What follows belongs to an exercise in optimizing a design on an open flow for small area, a short achievable clock period and few clock cycles per item; a production flow would make more cautious choices.
The RTL was checked by simulation tests, not by an equivalence proof against the original design.
Power and IR drop assume default switching activity.

==> flow/design.v (excerpt) <==
module conv_top
(
    input  logic        clk,
    input  logic        rst,
    input  logic        start,
    input  logic [19:0] cfg_weight_base,
    input  logic [19:0] cfg_bias_base,
    input  logic [19:0] cfg_data_base,
    input  logic [19:0] cfg_result_base,
    input  logic [9:0]  cfg_rownum,
    input  logic [9:0]  cfg_columnnum,
    input  logic [9:0]  cfg_filternum,
    input  logic [7:0]  mem_rdata,
    output logic        mem_en,
    output logic        mem_we,
    output logic [19:0] mem_addr,
    output logic [7:0]  mem_wdata,
    output logic        conv_finish
);
For scale: about 3000 cells after synthesis, roughly 450 flip-flops, about 150 I/O pins, ~26000 µm² of cells after synthesis.
==> flow/config.mk <==
export PLATFORM = sky130hd
export DESIGN_NAME = conv_top
export DESIGN_NICKNAME = conv_top
export VERILOG_FILES = /design/flow/design.v
export SDC_FILE = /design/flow/constraint.sdc
export NUM_CORES = 4
export LEC_CHECK = 0
export ABC_AREA = 1
export CAP_MARGIN = 20
export CORE_MARGIN = 2
export CORE_UTILIZATION = 60
export CTS_CLUSTER_DIAMETER = 80
export CTS_CLUSTER_SIZE = 24
export SLEW_MARGIN = 20
==> flow/constraint.sdc <==
create_clock -name core_clock -period 11.5 [get_ports {clk}]
set_input_delay 2.3000 -clock core_clock [delete_from_list [all_inputs] [get_ports {clk}]]
set_output_delay 2.3000 -clock core_clock [all_outputs]
set_load 0.01 [all_outputs]
standard.sh (not shown) runs the stock make flow with config.mk's settings and CLKGATE_MAP_FILE= SYNTH_SCRIPT=/design/flow/synth_recipe.tcl, a recipe that flattens the netlist after the stock synthesis.
==> flow/flow/run.sh <==
#!/bin/bash
# The standard layout (the standard.sh, unchanged synthesis and steps),
# with the timing repair aiming at a setup slack of SETUP_SLACK_MARGIN ns
# instead of 0, so that it sizes and buffers the paths for a shorter period,
# and the smallest buffer on the ports (timing repair upsizes those that
# need it). The clock period and every constraint stay the design's.
set -euo pipefail
export SETUP_SLACK_MARGIN=${SETUP_SLACK_MARGIN:-8}
export BUFFER_PORTS_ARGS="-buffer_cell sky130_fd_sc_hd__buf_1"
bash standard.sh > standard.log 2>&1
Testbench counts at the start, summed over its fixed seeds: cycles 42,564, results 10,859.
Then changed:
==> flow/flow/run.sh (replaced) <==
#!/bin/bash
# The standard layout (the standard.sh, unchanged synthesis and steps),
# with the timing repair aiming at a setup slack of SETUP_SLACK_MARGIN ns
# instead of 0, so that it sizes and buffers the paths for a shorter period.
# The clock period and every constraint stay the design's.
set -euo pipefail
export SETUP_SLACK_MARGIN=${SETUP_SLACK_MARGIN:-8}
bash standard.sh > standard.log 2>&1
--- a/flow/config.mk
+++ b/flow/config.mk
@@ -8 +7,0 @@
-export ABC_AREA = 1
@@ -11,3 +10 @@
-export CORE_UTILIZATION = 60
-export CTS_CLUSTER_DIAMETER = 80
-export CTS_CLUSTER_SIZE = 24
+export CORE_UTILIZATION = 40
After rerunning: Critical path depth does not change. Clock skew is lower by 4.8 ps. Clock power is higher by 56%. Hold slack improved by 14 ps. Register-to-register slack improved by 50 ps. Global-route usage is lower by 10 points. Flip-flop and latch count stays the same. Cell area is higher by 2.7%. Synthesized area is lower by 4.5%.
Then changed:
==> flow/flow/run.sh (replaced) <==
#!/bin/bash
# The standard layout (the standard.sh, unchanged synthesis and steps),
# with the timing repair aiming at a setup slack of SETUP_SLACK_MARGIN ns
# instead of 0, so that it sizes and buffers the paths for a shorter period,
# and the smallest buffer on the ports (timing repair upsizes those that
# need it). The clock period and every constraint stay the design's.
set -euo pipefail
export SETUP_SLACK_MARGIN=${SETUP_SLACK_MARGIN:-7.7}
export BUFFER_PORTS_ARGS="-buffer_cell sky130_fd_sc_hd__buf_1"
bash standard.sh > standard.log 2>&1
--- a/flow/config.mk
+++ b/flow/config.mk
@@ -10,0 +11,2 @@
+export CTS_CLUSTER_DIAMETER = 80
+export CTS_CLUSTER_SIZE = 24
What happened: Routed wire length shrinks by 2.4%. First-iteration DRC count drops by 3.9%. Utilization decreases by 3.1 points. Power came out lower by 14%. Maximum frequency is lower by 4.9%.
Then changed:
--- a/flow/flow/run.sh
+++ b/flow/flow/run.sh
@@ -8 +8 @@
-export SETUP_SLACK_MARGIN=${SETUP_SLACK_MARGIN:-7.7}
+export SETUP_SLACK_MARGIN=${SETUP_SLACK_MARGIN:-8}
--- a/flow/config.mk
+++ b/flow/config.mk
@@ -10 +10 @@
-export CORE_UTILIZATION = 40
+export CORE_UTILIZATION = 60
Effect: Design area fell by 0.62%; cell count fell by 7.6%; clock-buffer cell count does not change; area after synthesis does not change; sequential share of layout area rose by 0.28 points; sequential power hardly moves; global-route usage rose by 8.4 points.

========
conv_top, a different RTL version from the one above (not shown whole).
Size: about 440 flip-flops.
export LEC_CHECK = 0
export CAP_MARGIN = 20
export CORE_MARGIN = 2
export CORE_UTILIZATION = 75
export CTS_CLUSTER_DIAMETER = 80
export CTS_CLUSTER_SIZE = 24
export PLACE_DENSITY = 0.85
export SLEW_MARGIN = 20
create_clock -name core_clock -period 11.5 [get_ports {clk}]
==> flow/flow/run.sh <==
#!/bin/bash
# The standard layout (the standard.sh, unchanged synthesis and steps),
# with the timing repair aiming at a setup slack of SETUP_SLACK_MARGIN ns
# instead of 0, so that it sizes and buffers the paths for a shorter period,
# and the smallest buffer on the ports (timing repair upsizes those that
# need it). The clock period and every constraint stay the design's.
set -euo pipefail
export SETUP_SLACK_MARGIN=${SETUP_SLACK_MARGIN:-8}
export BUFFER_PORTS_ARGS="-buffer_cell sky130_fd_sc_hd__buf_1"
export CTS_ARGS="-sink_clustering_enable -sink_clustering_size 24 -sink_clustering_max_diameter 80 -dont_use_dummy_load -repair_clock_nets"
bash standard.sh > standard.log 2>&1
The starting point completed without violations.
Testbench counts at the start, summed over its fixed seeds: cycles 42,564, results 10,859.
Next try:
--- a/flow/flow/run.sh
+++ b/flow/flow/run.sh
@@ -9,3 +9,3 @@
 export BUFFER_PORTS_ARGS="-buffer_cell sky130_fd_sc_hd__buf_1"
-export CTS_ARGS="-sink_clustering_enable -sink_clustering_size 24 -sink_clustering_max_diameter 80 -dont_use_dummy_load -repair_clock_nets"
+export CTS_ARGS="-sink_clustering_enable -sink_clustering_size 32 -sink_clustering_max_diameter 70 -dont_use_dummy_load -repair_clock_nets"
 bash standard.sh > standard.log 2>&1
--- a/flow/config.mk
+++ b/flow/config.mk
@@ -9,6 +9,5 @@
 export CORE_MARGIN = 2
-export CORE_UTILIZATION = 75
+export CORE_UTILIZATION = 60
 export CTS_CLUSTER_DIAMETER = 80
 export CTS_CLUSTER_SIZE = 24
-export PLACE_DENSITY = 0.85
 export SLEW_MARGIN = 20
The changed run produced a clean layout.
Total power is higher by about 2.6%.
Cell count rose by 4.7%.
Die area climbs by 24%.
Global-route usage fell by 6.5 points.
Via count drops by 3.5%.
Worst setup slack loses 48 ps.
Next try:
--- a/flow/flow/run.sh
+++ b/flow/flow/run.sh
@@ -7,5 +7,4 @@
 set -euo pipefail
-export SETUP_SLACK_MARGIN=${SETUP_SLACK_MARGIN:-8}
+export SETUP_SLACK_MARGIN=${SETUP_SLACK_MARGIN:-8.15}
 export BUFFER_PORTS_ARGS="-buffer_cell sky130_fd_sc_hd__buf_1"
-export CTS_ARGS="-sink_clustering_enable -sink_clustering_size 32 -sink_clustering_max_diameter 70 -dont_use_dummy_load -repair_clock_nets"
 bash standard.sh > standard.log 2>&1
The new run passed the timing, design-rule and antenna checks.
Setup slack is better by 68 ps.
Wire length went up by a few percent.
Core utilization came out higher by 2.1 points.
Global-route usage barely changes.
Final area rises by a few percent.
Synthesized area does not change.
Clock power grows by a little under a tenth.
Die area stays the same.
Total power rises by a few percent.
Non-clock buffer count is higher by 38.
Flip-flop and latch count does not change.
Next try:
--- a/flow/flow/run.sh
+++ b/flow/flow/run.sh
@@ -7,4 +7,5 @@
 set -euo pipefail
-export SETUP_SLACK_MARGIN=${SETUP_SLACK_MARGIN:-8.15}
+export SETUP_SLACK_MARGIN=${SETUP_SLACK_MARGIN:-8.08}
 export BUFFER_PORTS_ARGS="-buffer_cell sky130_fd_sc_hd__buf_1"
+export CTS_ARGS="-sink_clustering_enable -sink_clustering_size 32 -sink_clustering_max_diameter 70 -dont_use_dummy_load -repair_clock_nets"
 bash standard.sh > standard.log 2>&1
--- a/flow/config.mk
+++ b/flow/config.mk
@@ -9,5 +9,6 @@
 export CORE_MARGIN = 2
-export CORE_UTILIZATION = 60
+export CORE_UTILIZATION = 75
 export CTS_CLUSTER_DIAMETER = 80
 export CTS_CLUSTER_SIZE = 24
+export PLACE_DENSITY = 0.85
 export SLEW_MARGIN = 20
The changed run produced a clean layout.
Final area shrinks by 3.2%.
Sequential power stays flat.
Combinational power stays flat.
Setup slack is worse by 27 ps.
Next try:
--- a/flow/flow/run.sh
+++ b/flow/flow/run.sh
@@ -7,5 +7,4 @@
 set -euo pipefail
-export SETUP_SLACK_MARGIN=${SETUP_SLACK_MARGIN:-8.08}
+export SETUP_SLACK_MARGIN=${SETUP_SLACK_MARGIN:-8}
 export BUFFER_PORTS_ARGS="-buffer_cell sky130_fd_sc_hd__buf_1"
-export CTS_ARGS="-sink_clustering_enable -sink_clustering_size 32 -sink_clustering_max_diameter 70 -dont_use_dummy_load -repair_clock_nets"
 bash standard.sh > standard.log 2>&1
--- a/flow/config.mk
+++ b/flow/config.mk
@@ -9,6 +9,5 @@
 export CORE_MARGIN = 2
-export CORE_UTILIZATION = 75
+export CORE_UTILIZATION = 60
 export CTS_CLUSTER_DIAMETER = 80
 export CTS_CLUSTER_SIZE = 24
-export PLACE_DENSITY = 0.85
 export SLEW_MARGIN = 20
Result: Critical path depth is unchanged. Non-clock buffer count decreases by 16. Clock power goes up by about 20%. Cell count grows by 4.6%.
Next try:
--- a/flow/flow/run.sh
+++ b/flow/flow/run.sh
@@ -9,2 +9,3 @@
 export BUFFER_PORTS_ARGS="-buffer_cell sky130_fd_sc_hd__buf_1"
+export CTS_ARGS="-sink_clustering_enable -sink_clustering_size 32 -sink_clustering_max_diameter 70 -dont_use_dummy_load -repair_clock_nets"
 bash standard.sh > standard.log 2>&1
--- a/flow/config.mk
+++ b/flow/config.mk
@@ -9,5 +9,6 @@
 export CORE_MARGIN = 2
-export CORE_UTILIZATION = 60
+export CORE_UTILIZATION = 75
 export CTS_CLUSTER_DIAMETER = 80
 export CTS_CLUSTER_SIZE = 24
+export PLACE_DENSITY = 0.85
 export SLEW_MARGIN = 20
Effect: Worst setup slack improves by 12 ps. Design area drops by 1.7%. Count of clock-buffer cells in the layout drops by 14. Final cell count drops by 5.0%. Sequential cell count stays the same. Via count climbs by 4.8%.

==> static timing again, ports no longer ideal <==
No port has a modelled driver above. Below, the same layouts with a new extraction and two added sets of constraints.
Step 1 assumes that a clkbuf_16 drives the clock port and a buf_2 every other input.
Step 2 also shifts input and output timing later by t, the mid clock arrival at the registers, as if the neighbouring blocks saw the same clock.
Three values: ideal ports, drivers, drivers and shift; two values: the first two.
run	shift t [ns]	slack for setup (ns)	worst slew at a driven data input, ns	pins driven straight from the clock port
the first run of note 1	0.659	8.041 / 7.988 / 8.087	0.06	1
the second run of note 1	0.645	8.055 / 7.997 / 7.705	0.10	1
the third run of note 1	0.661	7.878 / 7.878 / 7.878	0.12	1
the fourth run of note 1	0.647	8.062 / 8.007 / 7.789	0.07	1
the first run of note 2	0.591	8.101 / 8.046 / 8.107	0.09	1
the second run of note 2	0.633	8.053 / 7.993 / 8.118	0.07	1
the third run of note 2	0.638	8.121 / 8.062 / 8.200	0.08	1
the fourth run of note 2	0.608	8.094 / 8.039 / 8.053	0.09	1
the fifth run of note 2	0.640	8.052 / 7.993 / 8.139	0.08	1
the sixth run of note 2	0.594	8.064 / 8.010 / 8.123	0.08	1
After both steps every run listed still meets setup and hold. The setup slack of the second run of note 1, which loses most, moves by -0.058 ns with the drivers and by -0.350 ns with both steps.
